This design comes from an exercise in tuning for small area, a short achievable clock period and few clock cycles on the open sky130 flow, not from production work. At most, simulation tests tie the RTL to the original design; equivalence was not proved. No functional check of the RTL was part of runs 1 to 6. No activity file was given, so power comes from the tool's default toggle rates.

File: flow/constraint.sdc
create_clock -name core_clock -period 6.0 [get_ports {clk}]
set_input_delay 1.2000 -clock core_clock [delete_from_list [all_inputs] [get_ports {clk}]]
set_output_delay 1.2000 -clock core_clock [all_outputs]
set_load 0.01 [all_outputs]
File: flow/run.sh
#!/bin/bash
# synth_recipe.tcl (not shown) runs the flow's synth.tcl, then flattens the netlist and writes it again
# the make line also repeats each setting of config.mk as NAME=value (left out here)
make -C /OpenROAD-flow-scripts/flow DESIGN_CONFIG=/design/flow/config.mk WORK_HOME=/design/flow/orfs CLKGATE_MAP_FILE= SYNTH_SCRIPT=/design/flow/synth_recipe.tcl finish
File: flow/design.v
package cache_geom_pkg;
    localparam int WORD_W          = 32;
    localparam int WORDS_PER_BLOCK = 4;
    localparam int OFFSET_W     = 2;
    localparam int BLOCK_ADDR_W = 28;     
    localparam int TAG_W        = BLOCK_ADDR_W;
    localparam int BLOCK_W = WORDS_PER_BLOCK * WORD_W;
endpackage
`timescale 1ns/1ps
module cache_tag_store
(
    input  logic                              clk,
    input  logic                              proc_reset,
    input  logic [cache_geom_pkg::TAG_W-1:0]  addr_tag,
    input  logic                              tag_we,
    output logic                              hit
);
    logic                             valid;
    logic [cache_geom_pkg::TAG_W-1:0] tag;
    assign hit = valid && (tag == addr_tag);
    always_ff @(posedge clk)
    begin
        if (proc_reset)
        begin
            valid <= 1'b0;
        end
        else if (tag_we)
        begin
            valid <= 1'b1;
        end
    end
    always_ff @(posedge clk)
    begin
        if (tag_we)
        begin
            tag <= addr_tag;
        end
    end
endmodule
`timescale 1ns/1ps
module cache_data_store
(
    input  logic                                 clk,
    input  logic [cache_geom_pkg::OFFSET_W-1:0]  addr_offset,
    input  logic                                 proc_write,
    input  logic [cache_geom_pkg::WORD_W-1:0]    wdata,
    input  logic                                 fill_we,
    input  logic [cache_geom_pkg::BLOCK_W-1:0]   fill_block,
    output logic [cache_geom_pkg::BLOCK_W-1:0]   line_block
);
    localparam int W = cache_geom_pkg::WORD_W;
    always_ff @(posedge clk)
    begin
        for (int k = 0; k < cache_geom_pkg::WORDS_PER_BLOCK; k++)
        begin
            if (proc_write && addr_offset == k)
            begin
                line_block[k*W +: W] <= wdata;
            end
            else if (fill_we)
            begin
                line_block[k*W +: W] <= fill_block[k*W +: W];
            end
        end
    end
endmodule
`timescale 1ns/1ps
module cache_controller
(
    input  logic                                     clk,
    input  logic                                     proc_reset,
    input  logic                                     proc_read,
    input  logic                                     proc_write,
    input  logic [cache_geom_pkg::OFFSET_W-1:0]      addr_offset,
    input  logic                                     hit,
    input  logic [cache_geom_pkg::BLOCK_W-1:0]       line_block,
    input  logic [cache_geom_pkg::BLOCK_W-1:0]       mem_rdata,
    input  logic                                     mem_ready,
    output logic                                     fill_we,
    output logic [cache_geom_pkg::WORD_W-1:0]        proc_rdata,
    output logic                                     proc_stall,
    output logic                                     mem_read,
    output logic                                     mem_write,
    output logic [cache_geom_pkg::BLOCK_W-1:0]       mem_wdata
);
    localparam int W = cache_geom_pkg::WORD_W;
    logic line_merged;
    assign fill_we = mem_ready && !hit;
    assign mem_read  = (proc_read || proc_write) && !hit;
    assign mem_write = line_merged;
    assign mem_wdata = line_block;
    always_ff @(posedge clk)
    begin
        if (proc_reset)
        begin
            line_merged <= 1'b0;
        end
        else
        begin
            line_merged <= proc_write && (hit || mem_ready) && !(line_merged && mem_ready);
        end
    end
    always_comb
    begin
        if (mem_ready)
        begin
            proc_rdata = mem_rdata[addr_offset*W +: W];
        end
        else
        begin
            proc_rdata = line_block[addr_offset*W +: W];
        end
    end
    assign proc_stall = !(proc_read ? (hit || mem_ready) : (line_merged && mem_ready));
endmodule
`timescale 1ns/1ps
module cache_top
(
    input  logic                    clk,
    input  logic                    proc_reset,
    input  logic                    proc_read,
    input  logic                    proc_write,
    input  logic [29:0]             proc_addr,
    input  logic [cache_geom_pkg::WORD_W-1:0]       proc_wdata,
    output logic [cache_geom_pkg::WORD_W-1:0]       proc_rdata,
    output logic                    proc_stall,
    output logic                    mem_read,
    output logic                    mem_write,
    output logic [cache_geom_pkg::BLOCK_ADDR_W-1:0] mem_addr,
    output logic [cache_geom_pkg::BLOCK_W-1:0]      mem_wdata,
    input  logic [cache_geom_pkg::BLOCK_W-1:0]      mem_rdata,
    input  logic                    mem_ready
);
    logic [cache_geom_pkg::TAG_W-1:0]    addr_tag;
    logic [cache_geom_pkg::OFFSET_W-1:0] addr_offset;
    logic               hit;
    logic               fill_we;
    logic [cache_geom_pkg::BLOCK_W-1:0] line_block;
    assign {addr_tag, addr_offset} = proc_addr;
    assign mem_addr = addr_tag;
    cache_tag_store u_tag_store (
        .clk        (clk),
        .proc_reset (proc_reset),
        .addr_tag   (addr_tag),
        .tag_we     (fill_we),
        .hit        (hit)
    );
    cache_data_store u_data_store (
        .clk         (clk),
        .addr_offset (addr_offset),
        .proc_write  (proc_write),
        .wdata       (proc_wdata),
        .fill_we     (fill_we),
        .fill_block  (mem_rdata),
        .line_block  (line_block)
    );
    cache_controller u_controller (
        .clk         (clk),
        .proc_reset  (proc_reset),
        .proc_read   (proc_read),
        .proc_write  (proc_write),
        .addr_offset (addr_offset),
        .hit         (hit),
        .line_block  (line_block),
        .mem_rdata   (mem_rdata),
        .mem_ready   (mem_ready),
        .fill_we     (fill_we),
        .proc_rdata  (proc_rdata),
        .proc_stall  (proc_stall),
        .mem_read    (mem_read),
        .mem_write   (mem_write),
        .mem_wdata   (mem_wdata)
    );
endmodule
File: flow/config.mk
export PLATFORM = sky130hd
export DESIGN_NAME = cache_top
export DESIGN_NICKNAME = cache_top
export VERILOG_FILES = /design/flow/design.v
export SDC_FILE = /design/flow/constraint.sdc
export NUM_CORES = 4
export LEC_CHECK = 0
export CAP_MARGIN = 20
export CORE_MARGIN = 2
export CORE_UTILIZATION = 45
export SETUP_SLACK_MARGIN = 2.8
export SLEW_MARGIN = 20
==> results of run 1 <==
## kinds of logic after synthesis
family,count (synthesis),synth area share (%)
AO/OA/AOI/OAI,3,0.412
XOR/XNOR,28,2.78
buffers and inverters,64,4.36
flip-flops,158,53.6
multiplexers,223,36.7
AND/OR/NAND/NOR,29,2.17
## sequential cells by signal (all words and copies together), names as in the netlist
signal                    count
u_data_store.line_block     128
u_controller.line_merged      1
u_tag_store.valid             1
u_tag_store.tag              28
## where the power goes
part | internal (mW) | switching (mW) | leakage (nW)
combinational | 0.546 | 0.361 | 3.71
clock | 0.631 | 0.472 | 0.292
sequential | 1.35 | 0.0622 | 1.56
## repair_timing
| action | CTS | global route |
|---|---|---|
| cloned | 10 | 1 |
| buffers inserted | 27 | 23 |
| endpoints found under the setup margin | 218 | 192 |
| gates resized for setup | 502 | 69 |
| pin swaps | 24 | 22 |
## layout make-up
| type | count | area (µm²) |
|---|---|---|
| Fill cell | 1288 | 5100 |
| Multi-Input combinational cell | 283 | 4040 |
| Sequential cell | 158 | 4720 |
| Inverter | 4 | 18.8 |
| Timing Repair Buffer | 452 | 4510 |
| Timing Repair inverter | 1 | 7.51 |
| Antenna cell | 5 | 12.5 |
| Clock inverter | 14 | 156 |
| Tap cell | 265 | 332 |
| Clock buffer | 18 | 439 |
## metrics by stage
stage	instances	power, mW	util, %
6_report	1200	3.42	73.6
4_1_cts	1171	3.40	72.1
5_1_grt	1199	3.53	73.6
3_5_place_dp	1102	2.27	66.1
2_1_floorplan	505	1.78	-
3_3_place_gp	1102	2.25	66.1
## critical path, stage by stage
cell and delay, ns:
buf_8 0.10, xnor2_2 0.14, nand4_1 0.12, or4_4 0.55, nor3_4 0.22, buf_4 0.14
nor2_2 0.03, buf_2 0.13
## cell usage in the layout, fill, tap and decap left out, types with 18 or more instances in the layout
master / instances
mux2_1: 128
dlygate4sd2_1: 121
clkdlybuf4s50_1: 179
mux2_4: 29
buf_6: 55
clkbuf_2: 18
buf_4: 32
edfxtp_1: 156
clkbuf_16: 18
buf_2: 18
mux4_2: 64
## metal layers
| layer | part of all wire [%] | vias up |
|---|---|---|
| met5 | 0.12 | - |
| met4 | 3.2 | 6 |
| met3 | 8.7 | 63 |
| met2 | 52 | 352 |
| met1 | 36 | 3380 |
| li1 | - | 2864 |
## path summary, 6_finish.rpt
| kind | slack, ns | end | cells after the start | startpoint |
|---|---|---|---|---|
| max | 2.18 | mem_read | 8 | proc_addr[9] |
| min | 0.49 | u_tag_store.valid$_SDFFE_PP0P_ | 2 | u_tag_store.valid$_SDFFE_PP0P_ |
| max reg2reg | 3.37 | u_data_store.line_block[69]$_DFFE_PP_ | 7 | u_tag_store.tag[9]$_DFFE_PP_ |
| min reg2reg | 0.49 | u_tag_store.valid$_SDFFE_PP0P_ | 2 | u_tag_store.valid$_SDFFE_PP0P_ |
==> results_dict.tcl, run 1 <==
set metrics [dict create \
    period_share_pct 63.7 \
    crit_arrival_ns 2.62 \
    async_flop_share_pct 0 \
    clockRootBuffer "clkbuf_16" \
    grt_setup_unrepaired "true" \
    area_growth_pct 61.6 \
    antenna_found_initial 7 \
    critPathLaunchType "input pin" \
    path_max_fanout 2 \
    synth_flop_cell "edfxtp_1" \
    clk_latency_ns 0.43 \
    row_count 51 \
    avgSynthCellArea_um2 17.5 \
    grtUsageMet3_pct 7.93 \
    cts_hold_buf 0 \
    ios 386 \
    layout-drive-gt1-share_pct 33.3 \
    timing.fmax_mhz 262 \
    p_per_area_mw_per_mm2 240 \
    start_util_pct 45.6 \
    yosysTopAreaCell "edfxtp_1" \
    post-dp-hpwl_um 20400 \
    wl_um 31100 \
    fin_area_mm2 0.0142 \
    vias_per_cell 5.55 \
    dieWidth_um 144 \
    ys_top_cells_by_count "156 x edfxtp_1, 128 x mux2_1, 64 x mux4_2" \
    synth_top_area_share_pct 53.2 \
    holdWs_ns 0.489 \
    drt-pass1-iter-count 5 \
    grtUsageMet2_pct 51.4 \
    synthTopCellsByArea "edfxtp_1 53%, mux2_1 16%, mux4_2 16%" \
    synth-edff-count 156 \
    setup_slack_ns 2.18 \
    clockBufferDepth 2 \
    ir_worst_vdd_mv 0.220 \
    yosys_warnings 3 \
    use_met1_pct 33.4 \
    timing.slew.headroom_pct 59.2 \
    end_kind "output port" \
    grt_pass1_wl_um 43100 \
    gp_congestion 0.859 \
    fin_worst_skew_ns 0.00867 \
    clk_pin_slew_ns 0.07 \
    hold_class "register to register" \
    fp.dieH_um 144 \
    die_area_mm2 0.0207 \
    grt.total_usage_pct 29.1 \
    maxSlewViolCount 0 \
    route.detailed.drc 0 \
    cts_tree "yes" \
    wl_per_cell_um 25.9 \
    synth_cell_types 29 \
    status "finished clean" \
    core_mm2 0.0193 \
    drt_iter0_markers 346 \
    p_leak_nw 5.56 \
    tightest_slew_ns 0.612 \
    grt.busiest_layer "met2" \
    pre_cts_slack_ns 1.31 \
    hold_viol 0 \
    layout.nets 1112 \
    cap_violations 0 \
    synth.ff_latch_count 158 \
    cts_made_buffers 17 \
    required_ns 4.80 \
    place_area_mm2 0.0128 \
    cts_max_level 4 \
    critPathKind "input pin to output port" \
    fin_crit_ns 3.82 \
    grt_max_degree 35 \
    seq_area_frac_synth_pct 53.6 \
    postSynthCellCount 505 \
    antenna_left 0 \
    synth_area_mm2 0.00881 \
    first_global_vias 7044 \
    tns_ns 0 \
    vias 6665 \
    clkSinkCount 158 \
    io_buffers 385 \
    setup_violations 0 \
    syn_nets 700 \
    grt-ovfl-total 0 \
    synth.most_common_cell "edfxtp_1" \
]
==> run 2: changes to the inputs <==
==> flow/flow/run.sh (new file) <==
#!/bin/bash
# standard layout, with plain buf_1 cells as the port buffers
set -euo pipefail
bash standard.sh finish BUFFER_PORTS_ARGS="-buffer_cell sky130_fd_sc_hd__buf_1" > standard_flow.log 2>&1
==> flow/standard.sh (new file) <==
#!/bin/bash
# synth_recipe.tcl (not shown) runs the flow's synth.tcl, then flattens the netlist and writes it again
# the make line also repeats each setting of config.mk as NAME=value (left out here)
make -C /OpenROAD-flow-scripts/flow DESIGN_CONFIG=/design/flow/config.mk WORK_HOME=/design/flow/orfs CLKGATE_MAP_FILE= SYNTH_SCRIPT=/design/flow/synth_recipe.tcl "${@:-finish}"
removed: flow/run.sh
==> run 2 against run 1 <==
Compared with the run above: count of clock-buffer cells in the layout increased by 2; critical path depth down 1; combinational power decreased by 23%; synthesized cell count stayed put; first-iteration DRC count decreased by 9.8%; worst hold slack improved by 0.00065 ns; critical endpoint is now proc_stall; highest routed layer is now met4.
==> results_dict.tcl, run 2 <==
set metrics [dict create \
    period_share_pct 62.8 \
    cp_slowest_cell "or4_4" \
    register_area_mm2 0.00472 \
    timing.slew.headroom_pct 58.3 \
    fp.dieH_um 144 \
    setup_slack_ns 2.23 \
    synth.most_common_cell "edfxtp_1" \
    synth_top_area_share_pct 53.2 \
    row_count 51 \
    largest_reg_flops 128 \
    synth_flop_cell "edfxtp_1" \
    synth_cell_types 29 \
    area_growth_pct 36.3 \
    largestRegisters "u_data_store.line_block (128), u_tag_store.tag (28)" \
    ir_worst_vdd_mv 0.216 \
    cts_tree "yes" \
    vias 6443 \
    tightest_slew_ns 0.626 \
    multiInputGateArea_mm2 0.00397 \
    n_fill_cell 1540 \
    tns_ns 0 \
    status "finished clean" \
    core_mm2 0.0193 \
    crit_arrival_ns 2.57 \
    clockBufferDepth 2 \
    path_cells "buf_8, xnor2_2, nand4_1, or4_4, nor3_4, a21oi_2, buf_2" \
    power_frac_seq_pct 43.7 \
    pre_cts_slack_ns 1.52 \
    vias_per_cell 5.52 \
    p_sw_uw 860 \
    path_max_fanout 3 \
    final_common_cell "buf_1" \
    grt.total_usage_pct 27.1 \
    layout-drive-gt1-share_pct 26.9 \
    start_util_pct 45.6 \
    grt-ovfl-total 0 \
    grt_setup_unrepaired "true" \
    holdWs_ns 0.490 \
    p_per_area_mw_per_mm2 269 \
    drt_iter0_markers 312 \
    fin_worst_skew_ns 0.00891 \
    p_leak_nw 4.25 \
    final_cell_mix "338 x buf_1, 156 x edfxtp_1, 128 x mux2_1" \
    yosysTopAreaCell "edfxtp_1" \
    drt-pass1-iter-count 4 \
    maxSlewViolCount 0 \
    wl_per_cell_um 25.0 \
    ys_top_cells_by_count "156 x edfxtp_1, 128 x mux2_1, 64 x mux4_2" \
    synth-edff-count 156 \
    synth.ff_latch_count 158 \
    fin_area_mm2 0.0120 \
    p_comb_share_pct 21.6 \
    cap_violations 0 \
    antenna_left 0 \
    setup_violations 0 \
    die_area_mm2 0.0207 \
    timing.fmax_mhz 266 \
    cts_made_buffers 17 \
    cp_slowest_stage_delay_ns 0.55 \
    cts_max_level 4 \
    io_buffers 385 \
    hold_viol 0 \
    syn_nets 700 \
    fin_crit_ns 3.77 \
    postSynthCellCount 505 \
    clk_latency_ns 0.43 \
    end_kind "output port" \
    grt_max_degree 35 \
    synthTopCellsByArea "edfxtp_1 53%, mux2_1 16%, mux4_2 16%" \
    yosys_warnings 3 \
    cell_internal_pwr_mw 2.37 \
    async_flop_share_pct 0 \
    post-dp-hpwl_um 18500 \
    ios 386 \
    n_antenna_cell 0 \
    clkPwrFrac_pct 34.8 \
    hold_class "register to register" \
    sw_frac_of_total_pct 26.6 \
    dieWidth_um 144 \
    critPathKind "input pin to output port" \
    wl_um 29200 \
    critPathLaunchType "input pin" \
    clk_pin_slew_ns 0.06 \
    synth_area_mm2 0.00881 \
    avgSynthCellArea_um2 17.5 \
    required_ns 4.80 \
    route.detailed.drc 0 \
    place_area_mm2 0.0104 \
    grt_pass1_wl_um 40200 \
    gp_congestion 0.836 \
    first_global_vias 6756 \
    top_register "u_data_store.line_block" \
    seq_area_frac_synth_pct 53.6 \
    clockRootBuffer "clkbuf_16" \
    layout.nets 1085 \
    antenna_found_initial 0 \
    clkSinkCount 158 \
]
run 2: cell counts after synthesis:
No cell type changed its count.
run 2: logic make-up after synthesis:
group                     Yosys count  synth area share (%)
buffers and inverters              64                  4.36
muxes                             223                  36.7
and+or+nand+nor                    29                  2.17
xor gates and xnor gates           28                  2.78
DFF                               158                  53.6
AOI/OAI and AO/OA                   3                 0.412
run 2: final timing paths:
kind / from / end / slack, ns / depth (start not counted)
worst min-delay path: u_tag_store.valid$_SDFFE_PP0P_ / u_tag_store.valid$_SDFFE_PP0P_ / 0.49 / 2
worst max register to register: u_tag_store.tag[18]$_DFFE_PP_ / u_tag_store.tag[20]$_DFFE_PP_ / 3.40 / 6
worst max-delay path: proc_addr[9] / proc_stall / 2.23 / 7
worst min register to register: u_tag_store.valid$_SDFFE_PP0P_ / u_tag_store.valid$_SDFFE_PP0P_ / 0.49 / 2
run 2: power groups by stage:
stage	clock (mW)	combinational [mW]	sequential (mW)
floorplan	0	0.316	1.46
global placement	0	0.566	1.43
detailed placement	0	0.578	1.43
CTS	1.14	0.674	1.41
global route	1.18	0.739	1.42
finish	1.12	0.696	1.41
run 2: area by class of cell:
cell class                      instances  area share (%)
Sequential cell                       158            39.3
Multi-Input combinational cell        283            33.1
Timing Repair Buffer                  426            19.6
Clock buffer                           20            3.72
Tap cell                              265            2.76
Clock inverter                         12            1.33
Inverter                                4           0.156
run 2: worst max-delay path: cells and delay by family:
kind	cells	cell delay (ns)
and+or+nand+nor	3	0.90
buffers and inverters	2	0.25
xor gates and xnor gates	1	0.14
AOI/OAI and AO/OA	1	0.07
run 2: stage by stage:
step / total power [mW] / util (%) / instances
6_report: 3.23 / 62.1 / 1168
4_1_cts: 3.23 / 61.4 / 1167
3_3_place_gp: 1.99 / 53.8 / 1101
2_1_floorplan: 1.78 / - / 505
3_5_place_dp: 2.01 / 53.8 / 1101
5_1_grt: 3.34 / 62.1 / 1168
run 2: what timing repair did:
action,4_1_cts,5_1_grt
endpoints found under the setup margin,162,62
gates resized for setup,118,50
cloned,12,0
pin swaps,10,9
buffers inserted,22,1
hold buffers,0,0
run 2: layer usage:
layer	routed length (µm)	GRT usage [%]
met1	11100	31.6
met3	2030	6.20
met4	752	9.60
met2	15300	49.0
met5	0	0
==> run 3: changes to the inputs <==
--- a/flow/config.mk
+++ b/flow/config.mk
@@ -8,5 +8,6 @@
 export CAP_MARGIN = 20
 export CORE_MARGIN = 2
 export CORE_UTILIZATION = 45
-export SETUP_SLACK_MARGIN = 2.8
+export CTS_BUF_LIST = sky130_fd_sc_hd__clkbuf_4 sky130_fd_sc_hd__clkbuf_8
+export SETUP_SLACK_MARGIN = 2.2
 export SLEW_MARGIN = 20
==> run 3 against run 2 <==
Compared with the run above: count of clock-buffer cells in the layout shrank 3; routed wire length shrank 7.6%; worst hold slack gained 0.022 ns; critical path type unchanged; largest cell class unchanged; highest routed layer unchanged.
==> results_dict.tcl, run 3 <==
set metrics [dict create \
    status "finished clean" \
    cp_slowest_cell "or4_4" \
    tightest_slew_ns 1.04 \
    grt_max_degree 69 \
    wl_per_cell_um 23.5 \
    grt_setup_unrepaired "true" \
    maxSlewViolCount 0 \
    cts_max_level 4 \
    cts_hold_buf 0 \
    placed_cells 1102 \
    met1_length_um 10000 \
    top_register "u_data_store.line_block" \
    gp_congestion 0.870 \
    top_layer "met4" \
    grt.total_usage_pct 25.0 \
    synth_top_area_share_pct 53.2 \
    clk_latency_ns 0.44 \
    final_common_cell "buf_1" \
    grt_pass1_wl_um 37800 \
    drt_iter0_markers 231 \
    wl_um 26900 \
    avgSynthCellArea_um2 17.5 \
    dr_wl_met3_um 1990 \
    vias_per_cell 5.54 \
    layout-drive-gt1-share_pct 21.1 \
    ys_top_cells_by_count "156 x edfxtp_1, 128 x mux2_1, 64 x mux4_2" \
    fin_worst_skew_ns 0.0155 \
    setup_violations 0 \
    final_core_util_pct 57.1 \
    tns_ns 0 \
    fp.dieH_um 144 \
    seq_area_frac_synth_pct 53.6 \
    clk_pin_slew_ns 0.09 \
    postSynthCellCount 505 \
    post-dp-hpwl_um 18600 \
    p_leak_nw 3.70 \
    largestRegisters "u_data_store.line_block (128), u_tag_store.tag (28)" \
    area_growth_pct 25.2 \
    drt-pass1-iter-count 4 \
    hold_class "register to register" \
    first_global_vias 6504 \
    async_flop_share_pct 0 \
    clkSinkCount 158 \
    met2_length_um 14400 \
    dieWidth_um 144 \
    finalNonFillerCells 1147 \
    core_mm2 0.0193 \
    vias 6355 \
    hold_viol 0 \
    synth-edff-count 156 \
    end_kind "output port" \
    path_max_fanout 3 \
    critPathKind "input pin to output port" \
    layout.nets 1064 \
    final_cell_mix "369 x buf_1, 156 x edfxtp_1, 128 x mux2_1" \
    yosys_warnings 3 \
    n_antenna_cell 0 \
    cap_violations 0 \
    io_buffers 385 \
    r2r-start "u_tag_store.tag[7]$_DFFE_PP_" \
    ir_worst_vdd_mv 0.122 \
    grt-ovfl-total 0 \
    startpoint "proc_addr[15]" \
    path_cells "buf_2, xnor2_2, nand2_1, or4_4, nor3_4, a21oi_1, buf_2" \
    cts_tree "yes" \
    yosysTopAreaCell "edfxtp_1" \
    timing.fmax_mhz 263 \
    cp_slowest_stage_delay_ns 0.55 \
    fin_crit_ns 3.80 \
    synthTopCellsByArea "edfxtp_1 53%, mux2_1 16%, mux4_2 16%" \
    synth_area_mm2 0.00881 \
    largest_reg_flops 128 \
    n_fill_cell 1658 \
    period_share_pct 63.4 \
    synth.ff_latch_count 158 \
    clockRootBuffer "clkbuf_8" \
    critPathLaunchType "input pin" \
    p_per_area_mw_per_mm2 250 \
    antenna_found_initial 0 \
    clockBufferDepth 2 \
    row_count 51 \
    start_util_pct 45.6 \
    antenna_left 0 \
    crit_arrival_ns 2.60 \
    required_ns 4.80 \
    worst_hold_startpoint "u_tag_store.valid$_SDFFE_PP0P_" \
    syn_nets 700 \
    cpMostUsedCell "buf_2" \
    reg2reg_slack_ns 3.00 \
    synth_cell_types 29 \
    ios 386 \
    synth_flop_cell "edfxtp_1" \
    synth.most_common_cell "edfxtp_1" \
    timing.slew.headroom_pct 30.6 \
    cts_made_buffers 17 \
    route.detailed.drc 0 \
    die_area_mm2 0.0207 \
]
-- run 3: changes by cell type in the layout (fill, tap and decap cells not counted), sizes merged --
cell and change:
bufinv -2, inv +3, clkinvlp -3, clkbuf -14
buf -10, clkinv +5
-- run 3: stage by stage --
| step | setup slack, ns | hold slack, ns | instance area, µm² | power, mW |
|---|---|---|---|---|
| 6_report | 2.20 | 0.512 | 11000 | 2.76 |
| 5_1_grt | 2.12 | 0.581 | 11000 | 2.88 |
| 4_1_cts | 2.20 | 0.518 | 10800 | 2.77 |
| 3_5_place_dp | 1.49 | 0.493 | 10300 | 2.00 |
| 3_3_place_gp | 1.54 | 0.489 | 10300 | 1.98 |
| 2_1_floorplan | 2.31 | 0.440 | 8810 | 1.76 |
-- run 3: layout make-up --
type                            count  area, µm²  share of cell area (%)
Sequential cell                   158       4720                    42.8
Tap cell                          265        332                    3.00
Multi-Input combinational cell    283       3820                    34.6
Clock inverter                     15        136                    1.24
Clock buffer                       17        234                    2.12
Inverter                            4       15.0                   0.136
Timing Repair Buffer              405       1770                    16.1
-- run 3: path summary, 6_finish.rpt --
path | end | depth (start not counted)
max | proc_stall | 7
min | u_tag_store.valid$_SDFFE_PP0P_ | 2
min reg2reg | u_tag_store.valid$_SDFFE_PP0P_ | 2
max reg2reg | u_data_store.line_block[96]$_DFFE_PP_ | 6
-- run 3: cell families after synthesis --
family	count (synthesis)	synth area share [%]
mux	223	36.7
flops	158	53.6
compound gates	3	0.412
xor+xnor	28	2.78
buf+inv	64	4.36
simple gates	29	2.17
-- run 3: critical path, delay by kind of cell --
family,cells,cell delay (ns)
AO/OA/AOI/OAI,1,0.10
buffers and inverters,2,0.28
XOR/XNOR,1,0.16
AND/OR/NAND/NOR,3,0.88
-- run 3: repair_timing --
item,CTS,global route
gates resized for setup,27,23
gates cloned,1,2
setup buffers,1,8
pin swaps,12,7
endpoints found under the setup margin,34,15
-- run 3: per-layer routing --
layer / vias up / global-route usage (%)
met1: 3218 / 29.1
li1: 2752 / -
met2: 344 / 45.4
met5: - / 0
met3: 41 / 5.40
met4: 0 / 8.82
-- run 3: power by group --
group          total (mW)  leakage, nW  switching [mW]  internal, mW
combinational       0.587         1.96           0.313         0.274
sequential           1.41         1.56          0.0681          1.35
clock               0.761        0.186           0.427         0.334
==> run 4: changes to the inputs <==
==> flow/flow/run.sh (replaced) <==
#!/bin/bash
# standard layout, with plain buf_1 cells as the port buffers, and the
# standard synthesis with a delay-targeted ABC mapping script
set -euo pipefail
W=$(pwd)
cat > "$W/my_synth.tcl" <<EOT
proc abc {args} {
  set i [lsearch -exact \$args -script]
  if { \$i >= 0 } { lset args [expr {\$i+1}] $W/flow/abc_fast.script }
  yosys abc {*}\$args
}
source $W/synth_recipe.tcl
EOT
bash standard.sh SYNTH_SCRIPT="$W/my_synth.tcl" BUFFER_PORTS_ARGS="-buffer_cell sky130_fd_sc_hd__buf_1" finish > standard_flow.log 2>&1
==> flow/flow/abc_fast.script (new file) <==
strash
&get -n
&st
&dch
&nf -D 500
&put
topo
stime -c
buffer -c
upsize -c -D 500
dnsize -c -D 500
==> run 4 against run 3 <==
Compared with the run above: routed wire length fell by 1.8%; count of clock-buffer cells in the layout did not move; clock power rose by 12%; via count fell by 1.3%; flip-flop and latch count did not move.
==> results_dict.tcl, run 4 <==
set metrics [dict create \
    status "finished clean" \
    clockRootBuffer "clkbuf_8" \
    synth_cell_types 28 \
    largestRegisters "u_data_store.line_block (128), u_tag_store.tag (28)" \
    post-dp-hpwl_um 18800 \
    grt.total_usage_pct 24.9 \
    layout-drive-gt1-share_pct 34.0 \
    area_growth_pct 24.4 \
    wl_per_cell_um 23.2 \
    final_common_cell "buf_1" \
    worst_hold_startpoint "u_tag_store.valid$_SDFFE_PP0P_" \
    tightest_slew_ns 1.06 \
    antenna_left 0 \
    seq_area_frac_synth_pct 53.7 \
    hold_viol 0 \
    tns_ns 0 \
    p_total_mw 2.87 \
    reg2reg_slack_ns 3.42 \
    die_area_mm2 0.0207 \
    fin_worst_skew_ns 0.0145 \
    first_global_vias 6510 \
    period_share_pct 62.8 \
    required_ns 4.80 \
    finalNonFillerCells 1139 \
    hold_class "register to register" \
    synth_flop_cell "edfxtp_1" \
    yosys_warnings 3 \
    p_leak_nw 3.65 \
    postSynthCellCount 507 \
    synth-edff-count 156 \
    largest_reg_flops 128 \
    drt-pass1-iter-count 5 \
    fin_area_mm2 0.0109 \
    syn_nets 702 \
    setup_slack_ns 2.23 \
    antenna_found_initial 0 \
    clkSinkCount 158 \
    timing.fmax_mhz 265 \
    synthTopCellsByArea "edfxtp_1 53%, mux2_2 19%, mux4_2 16%" \
    async_flop_share_pct 0 \
    crit_arrival_ns 2.57 \
    top_register "u_data_store.line_block" \
    place_area_mm2 0.0103 \
    synth_area_mm2 0.00880 \
    ir_worst_vdd_mv 0.126 \
    route.detailed.drc 0 \
    drt_iter0_markers 291 \
    clockBufferDepth 2 \
    grt_pass1_wl_um 37500 \
    wl_um 26500 \
    pre_cts_slack_ns 1.53 \
    critPathKind "input pin to output port" \
    maxSlewViolCount 0 \
    clk_latency_ns 0.45 \
    critPathLaunchType "input pin" \
    r2r-start "u_tag_store.tag[14]$_DFFE_PP_" \
    gp_congestion 0.853 \
    ios 386 \
    n_fill_cell 1646 \
    grt_setup_unrepaired "true" \
    row_count 51 \
    cap_violations 0 \
    final_cell_mix "370 x buf_1, 156 x edfxtp_1, 149 x mux2_2" \
    layout.nets 1055 \
    startpoint "proc_addr[0]" \
    yosysTopAreaCell "edfxtp_1" \
    setup_violations 0 \
    clk_pin_slew_ns 0.10 \
    timing.slew.headroom_pct 29.4 \
    avgSynthCellArea_um2 17.4 \
    cts_max_level 4 \
    core_mm2 0.0193 \
    ys_top_cells_by_count "156 x edfxtp_1, 149 x mux2_2, 62 x mux4_2" \
    dieWidth_um 144 \
    cts_hold_buf 0 \
    vias_per_cell 5.51 \
    synth_top_area_share_pct 53.2 \
    end_kind "output port" \
    p_per_area_mw_per_mm2 262 \
    cts_tree "yes" \
    start_util_pct 45.5 \
    grt-ovfl-total 0 \
    fin_crit_ns 3.77 \
    synth.most_common_cell "edfxtp_1" \
    cts_made_buffers 17 \
    fp.dieH_um 144 \
    vias 6275 \
    synth.ff_latch_count 158 \
    io_buffers 385 \
    placed_cells 1101 \
    grt_max_degree 36 \
    path_max_fanout 35 \
]
[run 4: cell types whose count changed in the layout (fill, tap and decap cells not counted), sizes merged, moves of 5 or more]
cell	delta
buf	-13
clkinv	-7
inv	+5
xnor2	+12
xor2	-12
[run 4: timing repair]
action,4_1_cts,5_1_grt
pin swaps,1,14
gates cloned,3,0
buffers inserted,0,1
setup endpoints to repair,112,2
resized for setup,15,40
[run 4: power breakdown]
| part | total [mW] | internal [mW] | leakage [nW] | switching, mW |
|---|---|---|---|---|
| Clock | 0.854 | 0.393 | 0.212 | 0.461 |
| Sequential | 1.41 | 1.35 | 1.56 | 0.0678 |
| Combinational | 0.600 | 0.290 | 1.89 | 0.309 |
[run 4: worst max-delay path: stages]
cell and delay (ns):
buf_6 0.29, buf_12 0.26, mux4_2 0.34, mux2_4 0.28
buf_1 0.13
[run 4: cells by family (layout without fill, tap and decap cells)]
group                  count (synthesis)  in the layout  share of synthesized area [%]
multiplexers                         221            221                           36.6
AND/OR/NAND/NOR                       29             29                           1.63
XOR/XNOR                              28             28                           2.79
flip-flops                           158            158                           53.7
buffers and inverters                 62            428                           4.55
AO/OA/AOI/OAI                          9              9                          0.711
other                                  0              1                              0
[run 4: routing by layer]
metal  routed length [µm]  track usage [%]  part of all wire, %  up-vias
li1                     -                -                    -     2748
met1                 9920             30.6                   37     3144
met2                13800             42.8                   52      350
met3                 2210             6.06                  8.4       33
met4                  534             9.39                  2.0        0
met5                    0                0                    0        -
[run 4: final timing paths]
path,endpoint,cells after the start
setup / recovery,proc_rdata[23],5
hold reg to reg,u_tag_store.valid$_SDFFE_PP0P_,2
setup reg to reg,u_data_store.line_block[77]$_DFFE_PP_,5
hold / removal,u_tag_store.valid$_SDFFE_PP0P_,2
[run 4: metrics by stage]
step	utilization, %	hold slack [ns]
2_1_floorplan	-	0.486
5_1_grt	56.6	0.579
4_1_cts	55.9	0.526
3_3_place_gp	53.0	0.506
6_report	56.6	0.539
3_5_place_dp	53.0	0.512
[run 4: cell type report]
cell class / instances / area, µm² / area share (%)
flip-flops and latches: 158 / 4720 / 43.2
multi-input cells: 287 / 3780 / 34.5
repair buffers: 394 / 1690 / 15.4
well taps: 265 / 332 / 3.03
clock buffers: 17 / 234 / 2.14
clock inverters: 15 / 185 / 1.69
inverters: 2 / 7.51 / 0.0686
diodes: 1 / 2.50 / 0.0229
==> run 5: changes to the inputs <==
--- a/flow/design.v
+++ b/flow/design.v
@@ -100,15 +100,18 @@
             line_merged <= proc_write && (hit || mem_ready) && !(line_merged && mem_ready);
         end
     end
+    logic [cache_geom_pkg::WORDS_PER_BLOCK-1:0] sel_line;
+    logic [cache_geom_pkg::WORDS_PER_BLOCK-1:0] sel_mem;
     always_comb
     begin
-        if (mem_ready)
+        proc_rdata = '0;
+        for (int k = 0; k < cache_geom_pkg::WORDS_PER_BLOCK; k++)
         begin
-            proc_rdata = mem_rdata[addr_offset*W +: W];
-        end
-        else
-        begin
-            proc_rdata = line_block[addr_offset*W +: W];
+            sel_line[k] = !mem_ready && addr_offset == k;
+            sel_mem[k]  = mem_ready && addr_offset == k;
+            proc_rdata  = proc_rdata
+                        | ({W{sel_line[k]}} & line_block[k*W +: W])
+                        | ({W{sel_mem[k]}} & mem_rdata[k*W +: W]);
         end
     end
     assign proc_stall = !(proc_read ? (hit || mem_ready) : (line_merged && mem_ready));
--- a/flow/config.mk
+++ b/flow/config.mk
@@ -9,5 +9,5 @@
 export CORE_MARGIN = 2
 export CORE_UTILIZATION = 45
 export CTS_BUF_LIST = sky130_fd_sc_hd__clkbuf_4 sky130_fd_sc_hd__clkbuf_8
-export SETUP_SLACK_MARGIN = 2.2
+export SETUP_SLACK_MARGIN = 2.8
 export SLEW_MARGIN = 20
==> run 5 against run 4 <==
Compared with the run above: register-to-register slack got worse by 0.64 ns; utilization rose by 5.4 points; flip-flop and latch count did not move; count of clock-buffer cells in the layout rose by 1; critical endpoint is now proc_rdata[28]; largest cell class unchanged; non-clock buffer count rose by 60; first-iteration DRC count rose to 2.8 times the previous value; routed wire length rose by 16%.
==> results_dict.tcl, run 5 <==
set metrics [dict create \
    status "finished clean" \
    largest_reg_flops 128 \
    clk_latency_ns 0.46 \
    antenna_left 0 \
    n_antenna_cell 0 \
    drt_iter0_markers 811 \
    fin_area_mm2 0.0111 \
    synth.most_common_cell "edfxtp_1" \
    grt.total_usage_pct 30.6 \
    synth_flop_cell "edfxtp_1" \
    fin_worst_skew_ns 0.0160 \
    hold_viol 0 \
    top_layer "met4" \
    synth_area_mm2 0.00823 \
    setup_slack_ns 2.09 \
    ios 386 \
    path_max_fanout 7 \
    required_ns 4.80 \
    postSynthCellCount 586 \
    grt_setup_unrepaired "true" \
    timing.slew.headroom_pct 30.6 \
    met2_length_um 15000 \
    pre_cts_slack_ns 1.34 \
    cts_made_buffers 17 \
    synth.ff_latch_count 158 \
    fp.dieH_um 139 \
    grt_pass1_wl_um 45300 \
    avgSynthCellArea_um2 14.0 \
    async_flop_share_pct 0 \
    layout-drive-gt1-share_pct 33.6 \
    grt_max_degree 33 \
    syn_nets 781 \
    synth_cell_types 29 \
    vias 7399 \
    drt-pass1-iter-count 8 \
    post-dp-hpwl_um 20700 \
    wl_per_cell_um 24.8 \
    final_cell_mix "334 x buf_1, 156 x edfxtp_1, 128 x mux2_2" \
    timing.fmax_mhz 256 \
    synthMuxAreaShare_pct 17.5 \
    route.detailed.drc 0 \
    die_area_mm2 0.0194 \
    fin_crit_ns 3.91 \
    top_register "u_data_store.line_block" \
    grt-ovfl-total 0 \
    cts_hold_buf 0 \
    dr_wl_met3_um 3110 \
    clockRootBuffer "clkbuf_8" \
    maxSlewViolCount 0 \
    layout.nets 1186 \
    core_mm2 0.0180 \
    p_leak_nw 3.95 \
    cap_violations 0 \
    tns_ns 0 \
    synthTopCellsByArea "edfxtp_1 57%, mux2_2 18%, a222oi_1 6.8%" \
    cts_max_level 4 \
    dieWidth_um 139 \
    crit_arrival_ns 2.71 \
    wl_um 30600 \
    synth-xor-area-share_pct 2.98 \
    synthSimpleGateAreaFrac_pct 6.63 \
    met1_length_um 11500 \
    critPathLaunchType "input pin" \
    end_kind "output port" \
    row_count 49 \
    setup_violations 0 \
    synth_top_family_by_area "multiplexers" \
    gp_congestion 0.926 \
    clkSinkCount 158 \
    p_total_mw 2.77 \
    synth_compound_area_share_pct 10.4 \
    area_growth_pct 35.4 \
    yosysTopAreaCell "edfxtp_1" \
    synth-edff-count 156 \
    io_buffers 385 \
    seq_area_frac_synth_pct 57.4 \
    ys_top_cells_by_count "156 x edfxtp_1, 128 x mux2_2, 56 x a222oi_1" \
    tightest_slew_ns 1.04 \
    place_area_mm2 0.00987 \
    period_share_pct 65.1 \
    synthAdderAreaFrac_pct 0 \
    critPathKind "input pin to output port" \
    synth_top_area_share_pct 56.9 \
    cts_tree "yes" \
    ir_worst_vdd_mv 0.165 \
    p_per_area_mw_per_mm2 248 \
    clk_pin_slew_ns 0.08 \
    start_util_pct 45.8 \
    final_common_cell "buf_1" \
    hold_class "register to register" \
    antenna_found_initial 0 \
    clockBufferDepth 2 \
    vias_per_cell 6.00 \
    first_global_vias 7552 \
    yosys_warnings 3 \
    largestRegisters "u_data_store.line_block (128), u_tag_store.tag (28)" \
]
[run 5: cell count changes after synthesis, sizes merged, moves of 20 or more]
cell	previous run	this run
mux4	62	0
a21boi	0	20
a222oi	2	56
nand2	10	50
mux2	159	128
nand3	1	26
[run 5: worst max-delay path, cell delays in order]
cell	delay, ns
buf_1	0.08
buf_6	0.15
clkinv_8	0.05
nor3_4	0.03
buf_6	0.13
buf_12	0.13
a222oi_1	0.33
nand4_1	0.17
a221o_1	0.28
buf_2	0.14
[run 5: worst paths after layout]
| path | from | end | slack, ns | depth (start not counted) |
|---|---|---|---|---|
| max | mem_ready | proc_rdata[28] | 2.09 | 10 |
| min | u_tag_store.valid$_SDFFE_PP0P_ | u_tag_store.valid$_SDFFE_PP0P_ | 0.56 | 2 |
| max reg2reg | u_tag_store.tag[12]$_DFFE_PP_ | u_controller.line_merged$_SDFF_PP0_ | 2.78 | 22 |
| min reg2reg | u_tag_store.valid$_SDFFE_PP0P_ | u_tag_store.valid$_SDFFE_PP0P_ | 0.56 | 2 |
[run 5: final cells by class]
class | instances | area, µm²
fillers | 1521 | 6820
flip-flops and latches | 158 | 4720
multi-input cells | 357 | 3390
repair buffers | 454 | 2360
well taps | 229 | 287
clock buffers | 18 | 241
clock inverters | 14 | 121
inverters | 3 | 23.8
[run 5: logic make-up after synthesis]
kind of cell,Yosys count
DFF,158
buffers and inverters,71
muxes,128
xor gates and xnor gates,28
and+or+nand+nor,108
AOI/OAI and AO/OA,93
[run 5: metrics by stage]
| step | util [%] | hold slack [ns] | instances |
|---|---|---|---|
| floorplan | - | 0.483 | 586 |
| global placement | 55.0 | 0.506 | 1148 |
| detailed placement | 55.0 | 0.519 | 1148 |
| CTS | 60.9 | 0.539 | 1222 |
| global route | 62.1 | 0.614 | 1233 |
| finish | 62.1 | 0.560 | 1233 |
[run 5: layer usage]
layer / vias to the layer above / track usage (%)
met5: - / 0
met4: 0 / 11.6
met3: 66 / 7.88
met2: 506 / 51.6
met1: 3649 / 37.8
li1: 3178 / -
[run 5: repair_timing]
| action | 4_1_cts | 5_1_grt |
|---|---|---|
| resized for setup | 104 | 42 |
| cloned | 2 | 1 |
| setup buffers | 40 | 10 |
| pin swaps | 55 | 25 |
| setup endpoints to repair | 34 | 35 |
[run 5: power breakdown]
| group | switching, mW | internal [mW] |
|---|---|---|
| sequential | 0.0696 | 1.35 |
| clock | 0.423 | 0.331 |
| combinational | 0.336 | 0.261 |
| total | 0.828 | 1.94 |
==> run 6: changes to the inputs <==
--- a/flow/config.mk
+++ b/flow/config.mk
@@ -9,5 +9,5 @@
 export CORE_MARGIN = 2
 export CORE_UTILIZATION = 45
 export CTS_BUF_LIST = sky130_fd_sc_hd__clkbuf_4 sky130_fd_sc_hd__clkbuf_8
-export SETUP_SLACK_MARGIN = 2.8
+export SETUP_SLACK_MARGIN = 2.5
 export SLEW_MARGIN = 20
==> run 6 against run 5 <==
Compared with the run above: still clean; final area down 1.6%; maximum frequency up 3.5%; sequential share of layout area up 0.70 points; final cell count down 1.1%; total power up 0.94%; clock skew down 0.0022 ns; global-route usage up 1.3 points; count of clock-buffer cells in the layout down 1; critical path type unchanged; critical endpoint unchanged.
==> results_dict.tcl, run 6 <==
set metrics [dict create \
    final_common_cell "buf_1" \
    avgSynthCellArea_um2 14.0 \
    io_buffers 385 \
    startpoint "proc_addr[0]" \
    timing.fmax_mhz 265 \
    p_per_area_mw_per_mm2 255 \
    period_share_pct 62.9 \
    final_cell_mix "348 x buf_1, 156 x edfxtp_1, 128 x mux2_2" \
    grt_setup_unrepaired "true" \
    end_kind "output port" \
    post-dp-hpwl_um 20800 \
    clk_pin_slew_ns 0.09 \
    fp.dieH_um 139 \
    ios 386 \
    maxSlewViolCount 0 \
    yosys_warnings 3 \
    synth.most_common_cell "edfxtp_1" \
    ys_top_cells_by_count "156 x edfxtp_1, 128 x mux2_2, 56 x a222oi_1" \
    n_antenna_cell 0 \
    postSynthCellCount 586 \
    layout-drive-gt1-share_pct 29.8 \
    grt_pass1_wl_um 46400 \
    synthTopCellsByArea "edfxtp_1 57%, mux2_2 18%, a222oi_1 6.8%" \
    p_sw_uw 831 \
    synth_flop_cell "edfxtp_1" \
    synthSimpleGateAreaFrac_pct 6.63 \
    vias 7485 \
    top_register "u_data_store.line_block" \
    largestRegisters "u_data_store.line_block (128), u_tag_store.tag (28)" \
    clkSinkCount 158 \
    layout.nets 1172 \
    synth_cell_types 29 \
    antenna_left 0 \
    reg2reg_depth 7 \
    cts_made_buffers 17 \
    grt.total_usage_pct 31.9 \
    synth_top_family_by_area "multiplexers" \
    start_util_pct 45.8 \
    clkPwrFrac_pct 28.2 \
    core_mm2 0.0180 \
    cap_violations 0 \
    cts_tree "yes" \
    die_area_mm2 0.0194 \
    gp_congestion 0.890 \
    critPathKind "input pin to output port" \
    largest_reg_flops 128 \
    area_growth_pct 33.2 \
    drt_iter0_markers 830 \
    synth_top_area_share_pct 56.9 \
    crit_arrival_ns 2.57 \
    timing.slew.headroom_pct 26.3 \
    p_comb_share_pct 21.1 \
    synthAdderAreaFrac_pct 0 \
    cts_max_level 4 \
    row_count 49 \
    hold_class "register to register" \
    tns_ns 0 \
    cts_hold_buf 0 \
    status "finished clean" \
    drt-pass1-iter-count 9 \
    reg2reg_slack_ns 3.16 \
    grt_max_degree 33 \
    worst_hold_startpoint "u_tag_store.valid$_SDFFE_PP0P_" \
    critPathLaunchType "input pin" \
    clk_latency_ns 0.47 \
    power_frac_seq_pct 50.7 \
    hold_viol 0 \
    tightest_slew_ns 1.10 \
    clockRootBuffer "clkbuf_8" \
    syn_nets 781 \
    required_ns 4.80 \
    setup_violations 0 \
    ir_worst_vdd_mv 0.152 \
    fin_worst_skew_ns 0.0137 \
    synth_compound_area_share_pct 10.4 \
    synth-edff-count 156 \
    clockBufferDepth 2 \
    hold_depth 2 \
    seq_area_frac_synth_pct 57.4 \
    grt-ovfl-total 0 \
    finalNonFillerCells 1219 \
    yosysTopAreaCell "edfxtp_1" \
    sw_frac_of_total_pct 29.8 \
    p_leak_nw 3.79 \
    async_flop_share_pct 0 \
    synthMuxAreaShare_pct 17.5 \
    cell_internal_pwr_mw 1.96 \
    placed_cells 1145 \
    first_global_vias 7776 \
    antenna_found_initial 0 \
    wl_um 31600 \
    route.detailed.drc 0 \
    synth.ff_latch_count 158 \
    wl_per_cell_um 25.9 \
    fin_crit_ns 3.77 \
    vias_per_cell 6.14 \
    path_max_fanout 6 \
    r2r-start "u_tag_store.tag[12]$_DFFE_PP_" \
    synth_area_mm2 0.00823 \
    synth-xor-area-share_pct 2.98 \
    dieWidth_um 139 \
]
-- run 6: power groups by stage --
| stage | sequential (mW) | clock [mW] | combinational [mW] |
|---|---|---|---|
| 2_1_floorplan | 1.47 | 0 | 0.238 |
| 3_3_place_gp | 1.43 | 0 | 0.513 |
| 3_5_place_dp | 1.43 | 0 | 0.522 |
| 4_1_cts | 1.41 | 0.797 | 0.578 |
| 5_1_grt | 1.43 | 0.842 | 0.622 |
| 6_report | 1.42 | 0.788 | 0.589 |
-- run 6: kinds of logic (layout without fill, tap and decap cells) --
family                    Yosys count  in the layout
DFF                               158            158
muxes                             128            128
and+or+nand+nor                   108            110
AOI/OAI and AO/OA                  93             93
buffers and inverters              71            473
xor gates and xnor gates           28             28
-- run 6: per-layer routing --
layer	global-route usage, %	vias up	part of all wire, %
li1	-	3153	-
met5	0	-	0
met1	39.2	3702	36
met2	54.1	553	51
met3	6.64	77	9.4
met4	14.7	0	3.6
-- run 6: critical path: stages --
cell and delay, ns:
buf_12 0.11, nor3b_4 0.19, buf_6 0.14, a222oi_1 0.29
nand4_1 0.19, a221o_1 0.31, buf_2 0.14
-- run 6: worst paths after layout --
| path | endpoint |
|---|---|
| max | proc_rdata[28] |
| min | u_tag_store.valid$_SDFFE_PP0P_ |
| max reg2reg | u_data_store.line_block[114]$_DFFE_PP_ |
| min reg2reg | u_tag_store.valid$_SDFFE_PP0P_ |
-- run 6: cell type report --
class	count	area, µm²
Clock buffer	17	234
Clock inverter	15	148
Fill cell	1512	7000
Inverter	3	27.5
Multi-Input combinational cell	359	3360
Sequential cell	158	4720
Tap cell	229	287
Timing Repair Buffer	438	2190
-- run 6: what timing repair did --
item	CTS	global route
pin swaps	41	24
gates cloned	4	0
endpoints found under the setup margin	34	62
setup buffers	37	1
resized for setup	105	32
-- run 6: stage by stage --
| step | power (mW) | setup slack [ns] | instance area [µm²] | util (%) | hold WS [ns] |
|---|---|---|---|---|---|
| 2_1_floorplan | 1.70 | 2.49 | 8230 | - | 0.483 |
| 3_3_place_gp | 1.94 | 1.11 | 9740 | 54.2 | 0.515 |
| 3_5_place_dp | 1.96 | 1.04 | 9740 | 54.2 | 0.524 |
| 4_1_cts | 2.79 | 2.23 | 10900 | 60.4 | 0.549 |
| 5_1_grt | 2.89 | 2.17 | 11000 | 61.1 | 0.623 |
| 6_report | 2.79 | 2.23 | 11000 | 61.1 | 0.602 |
==> run 7: changes to the inputs <==
--- a/flow/design.v
+++ b/flow/design.v
@@ -67,11 +67,10 @@
 `timescale 1ns/1ps
 module cache_controller
 (
-    input  logic                                     clk,
-    input  logic                                     proc_reset,
     input  logic                                     proc_read,
     input  logic                                     proc_write,
     input  logic [cache_geom_pkg::OFFSET_W-1:0]      addr_offset,
+    input  logic [cache_geom_pkg::WORD_W-1:0]        proc_wdata,
     input  logic                                     hit,
     input  logic [cache_geom_pkg::BLOCK_W-1:0]       line_block,
     input  logic [cache_geom_pkg::BLOCK_W-1:0]       mem_rdata,
@@ -84,37 +83,26 @@
     output logic [cache_geom_pkg::BLOCK_W-1:0]       mem_wdata
 );
     localparam int W = cache_geom_pkg::WORD_W;
-    logic line_merged;
     assign fill_we = mem_ready && !hit;
     assign mem_read  = (proc_read || proc_write) && !hit;
-    assign mem_write = line_merged;
-    assign mem_wdata = line_block;
-    always_ff @(posedge clk)
+    assign mem_write = proc_write && hit;
+    always_comb
     begin
-        if (proc_reset)
+        if (mem_ready)
         begin
-            line_merged <= 1'b0;
+            proc_rdata = mem_rdata[addr_offset*W +: W];
         end
         else
         begin
-            line_merged <= proc_write && (hit || mem_ready) && !(line_merged && mem_ready);
+            proc_rdata = line_block[addr_offset*W +: W];
         end
     end
-    logic [cache_geom_pkg::WORDS_PER_BLOCK-1:0] sel_line;
-    logic [cache_geom_pkg::WORDS_PER_BLOCK-1:0] sel_mem;
     always_comb
     begin
-        proc_rdata = '0;
-        for (int k = 0; k < cache_geom_pkg::WORDS_PER_BLOCK; k++)
-        begin
-            sel_line[k] = !mem_ready && addr_offset == k;
-            sel_mem[k]  = mem_ready && addr_offset == k;
-            proc_rdata  = proc_rdata
-                        | ({W{sel_line[k]}} & line_block[k*W +: W])
-                        | ({W{sel_mem[k]}} & mem_rdata[k*W +: W]);
-        end
+        mem_wdata = line_block;
+        mem_wdata[addr_offset*W +: W] = proc_wdata;
     end
-    assign proc_stall = !(proc_read ? (hit || mem_ready) : (line_merged && mem_ready));
+    assign proc_stall = !(hit ? (proc_read || mem_ready) : (proc_read && mem_ready));
 endmodule
 `timescale 1ns/1ps
 module cache_top
@@ -158,11 +146,10 @@
         .line_block  (line_block)
     );
     cache_controller u_controller (
-        .clk         (clk),
-        .proc_reset  (proc_reset),
         .proc_read   (proc_read),
         .proc_write  (proc_write),
         .addr_offset (addr_offset),
+        .proc_wdata  (proc_wdata),
         .hit         (hit),
         .line_block  (line_block),
         .mem_rdata   (mem_rdata),
==> flow/run.sh (new file) <==
#!/bin/bash
# synth_recipe.tcl (not shown) runs the flow's synth.tcl, then flattens the netlist and writes it again
# the make line also repeats each setting of config.mk as NAME=value (left out here)
make -C /OpenROAD-flow-scripts/flow DESIGN_CONFIG=/design/flow/config.mk WORK_HOME=/design/flow/orfs CLKGATE_MAP_FILE= SYNTH_SCRIPT=/design/flow/synth_recipe.tcl finish
--- a/flow/config.mk
+++ b/flow/config.mk
@@ -7,7 +7,6 @@
 export LEC_CHECK = 0
 export CAP_MARGIN = 20
 export CORE_MARGIN = 2
-export CORE_UTILIZATION = 45
-export CTS_BUF_LIST = sky130_fd_sc_hd__clkbuf_4 sky130_fd_sc_hd__clkbuf_8
-export SETUP_SLACK_MARGIN = 2.5
+export CORE_UTILIZATION = 30
+export SETUP_SLACK_MARGIN = 0.3
 export SLEW_MARGIN = 20
removed: flow/flow/run.sh
removed: flow/flow/abc_fast.script
removed: flow/standard.sh
==> run 7 against run 6 <==
Compared with the run above: still clean; maximum frequency shrank 25%; clock skew shrank 0.0027 ns; critical path depth is the same; sequential share of layout area shrank 13 points; via count grew 20%; critical endpoint is now proc_stall; largest cell class is now multi-input combinational cells; largest power group unchanged.
==> results_dict.tcl, run 7 <==
set metrics [dict create \
    status "finished clean" \
    layout-drive-gt1-share_pct 20.3 \
    first_global_vias 9298 \
    synth_flop_cell "edfxtp_1" \
    pre_cts_slack_ns 0.965 \
    grt-ovfl-total 0 \
    synth_top_area_share_pct 44.6 \
    p_leak_nw 5.94 \
    r2r-start "u_tag_store.tag[3]$_DFFE_PP_" \
    top_register "u_data_store.line_block" \
    p_per_area_mw_per_mm2 239 \
    grt_setup_unrepaired "false" \
    r2r_end "u_data_store.line_block[114]$_DFFE_PP_" \
    grt.total_usage_pct 22.3 \
    placed_cells 1768 \
    tightest_slew_ns 1.02 \
    clockBufferDepth 2 \
    tns_ns 0 \
    cts_setup_buffers 0 \
    crit_arrival_ns 3.84 \
    synth.most_common_cell "nand2_1" \
    critPathKind "input pin to output port" \
    avgSynthCellArea_um2 10.6 \
    startpoint "proc_addr[5]" \
    start_util_pct 30.4 \
    syn_nets 1191 \
    clkSinkCount 157 \
    critPathLaunchType "input pin" \
    setup_violations 0 \
    ir_worst_vdd_mv 0.190 \
    cp_slowest_cell "or4_1" \
    grt_max_degree 37 \
    wl_um 41200 \
    ctsResizeCount 0 \
    path_max_fanout 3 \
    seq_area_frac_synth_pct 44.7 \
    path_cells "clkdlybuf4s50_1, xnor2_1, nand2_1, or4_4, or4_1, maj3_2, clkdlybuf4s50_1" \
    synth_area_mm2 0.0105 \
    clk_latency_ns 0.44 \
    final_common_cell "clkdlybuf4s50_1" \
    cpMostUsedCell "clkdlybuf4s50_1" \
    antenna_left 0 \
    wl_per_cell_um 22.9 \
    required_ns 4.80 \
    cp_slowest_stage_delay_ns 0.53 \
    period_share_pct 84.1 \
    fin_worst_skew_ns 0.0110 \
    area_growth_pct 47.0 \
    vias_per_cell 5.00 \
    drt-pass1-iter-count 5 \
    drt_iter0_markers 589 \
    maxSlewViolCount 0 \
    cts_tree "yes" \
    post-dp-hpwl_um 29000 \
    die_area_mm2 0.0366 \
    vias 8998 \
    cap_violations 0 \
    fp.dieH_um 191 \
    final_cell_mix "382 x clkdlybuf4s50_1, 227 x nand2_1, 156 x edfxtp_1" \
    postSynthCellCount 989 \
    largest_reg_flops 128 \
    synth.ff_latch_count 157 \
    yosysTopAreaCell "edfxtp_1" \
    timing.slew.headroom_pct 32.1 \
    route.detailed.drc 0 \
    largestRegisters "u_data_store.line_block (128), u_tag_store.tag (28), u_tag_store.valid (1)" \
    synth_cell_types 25 \
    layout.nets 1534 \
    yosys_warnings 3 \
    dieWidth_um 191 \
    n_antenna_cell 0 \
    reg2reg_depth 7 \
    end_kind "output port" \
    hold_class "register to register" \
    finalNonFillerCells 1800 \
    antenna_found_initial 0 \
    reg2reg_slack_ns 3.31 \
    cts_made_buffers 17 \
    cts_hold_buf 0 \
    grt_pass1_wl_um 59400 \
    clockRootBuffer "clkbuf_16" \
    cts_max_level 4 \
    synth-edff-count 156 \
    row_count 68 \
    io_buffers 385 \
    ys_top_cells_by_count "231 x nand2_1, 156 x edfxtp_1, 135 x inv_1" \
    core_mm2 0.0345 \
    async_flop_share_pct 0 \
    hold_viol 0 \
    synthTopCellsByArea "edfxtp_1 45%, mux2_2 14%, mux4_2 14%" \
    gp_congestion 0.852 \
    clk_pin_slew_ns 0.07 \
    endpoint "proc_stall" \
    fin_crit_ns 5.04 \
    ios 386 \
    timing.fmax_mhz 198 \
    setup_slack_ns 0.956 \
]
[run 7: cell count changes in the layout (fill, tap and decap cells not counted), moves of 21 or more]
cell / previous run / this run
a222oi_1: 56 / 1
clkdlybuf4s50_1: 0 / 382
nand2_1: 45 / 227
mux4_2: 0 / 64
inv_1: 1 / 134
buf_1: 348 / 0
nand3_1: 23 / 0
buf_6: 21 / 0
o21ai_0: 0 / 129
[run 7: power breakdown]
group / switching (mW) / internal (mW)
clock network: 0.484 / 0.782
logic: 0.477 / 0.570
registers: 0.0518 / 1.34
total: 1.01 / 2.69
[run 7: worst max-delay path: cells and delay by family]
family                   cells  cell delay (ns)
XOR/XNOR                     1             0.13
adder cells (fa/ha/maj)      1             0.32
AND/OR/NAND/NOR              3             1.19
buffers and inverters        2             1.00
[run 7: per-stage QoR]
step	total power, mW	utilization, %	cell area, µm²	hold WS [ns]
3_3_place_gp	2.45	42.8	14800	0.523
2_1_floorplan	1.86	-	10500	0.434
5_1_grt	3.85	44.8	15500	0.556
6_report	3.70	44.8	15500	0.535
4_1_cts	3.74	44.8	15500	0.557
3_5_place_dp	2.46	42.8	14800	0.547
[run 7: cell families (layout without fill, tap and decap cells)]
| kind of cell | after synthesis | after routing | share of synthesized area (%) |
|---|---|---|---|
| AND/OR/NAND/NOR | 250 | 250 | 9.35 |
| buffers and inverters | 222 | 578 | 8.98 |
| multiplexers | 192 | 192 | 27.4 |
| flip-flops | 157 | 157 | 44.7 |
| AO/OA/AOI/OAI | 135 | 135 | 6.49 |
| XOR/XNOR | 25 | 25 | 2.08 |
| adder cells (fa/ha/maj) | 8 | 8 | 0.940 |
[run 7: how the worst min path moves through the flow]
stage / start / to / slack, ns / cells past startpoint
after floorplan: u_tag_store.valid$_SDFFE_PP0P_ / u_tag_store.valid$_SDFFE_PP0P_ / 0.43 / 2
after global placement: u_tag_store.valid$_SDFFE_PP0P_ / u_tag_store.valid$_SDFFE_PP0P_ / 0.52 / 2
after detailed placement: u_tag_store.valid$_SDFFE_PP0P_ / u_tag_store.valid$_SDFFE_PP0P_ / 0.55 / 2
after CTS: u_tag_store.valid$_SDFFE_PP0P_ / u_tag_store.valid$_SDFFE_PP0P_ / 0.56 / 2
after global routing: u_tag_store.valid$_SDFFE_PP0P_ / u_tag_store.valid$_SDFFE_PP0P_ / 0.56 / 2
final: u_tag_store.valid$_SDFFE_PP0P_ / u_tag_store.valid$_SDFFE_PP0P_ / 0.54 / 2
[run 7: final cells by class]
type | instances | area, µm²
Fill cell | 3245 | 19100
Multi-Input combinational cell | 610 | 4960
Sequential cell | 157 | 4700
Timing Repair Buffer | 411 | 4050
Tap cell | 455 | 569
Inverter | 135 | 507
Clock buffer | 18 | 429
Clock inverter | 14 | 239
[run 7: routing by layer]
metal	up-vias	global-route usage, %	wire (µm)
met1	4412	28.4	17100
met5	-	0	0
met4	0	7.04	821
li1	4127	-	-
met2	416	37.7	20000
met3	43	4.98	3300
Testbench counts of run 7, summed over its fixed seeds: cycles 59,924.

-- afterwards: timing with drivers on the ports --
In the flow no input, the clock included, has a driving cell. The finished layouts below were timed again as built, in two steps.
Step 1 (the two cells are an assumption about what drives the block):
set clk [get_ports {clk}]
set_driving_cell -lib_cell sky130_fd_sc_hd__clkbuf_16 $clk
set_driving_cell -lib_cell sky130_fd_sc_hd__buf_2 [delete_from_list [all_inputs] $clk]
Step 2, shift: input delay + t, output delay - t, t = (earliest + latest rising clock arrival at the registers) / 2. This alone moves slack from input paths to output paths.
Three values: ideal ports, drivers, drivers and shift; two values: the first two.
| run | t, ns | slack for setup (ns) | worst slew at a driven data input, ns |
|---|---|---|---|
| run 1 | 0.472 | 2.178 / 1.933 / 1.933 | 0.30 |
| run 2 | 0.466 | 2.234 / 1.879 / 1.879 | 0.37 |
| run 3 | 0.477 | 2.196 / 2.157 / 2.129 | 0.11 |
| run 4 | 0.484 | 2.231 / 2.085 / 2.085 | 0.17 |
| run 5 | 0.492 | 2.095 / 2.066 / 1.901 | 0.09 |
| run 6 | 0.506 | 2.227 / 2.161 / 2.161 | 0.09 |
| run 7 | 0.488 | 0.956 / 0.933 / 0.933 | 0.08 |
After both steps every run listed still meets setup and hold. The setup slack of run 2, which loses most, moves by -0.355 ns with the drivers and by -0.355 ns with both steps.
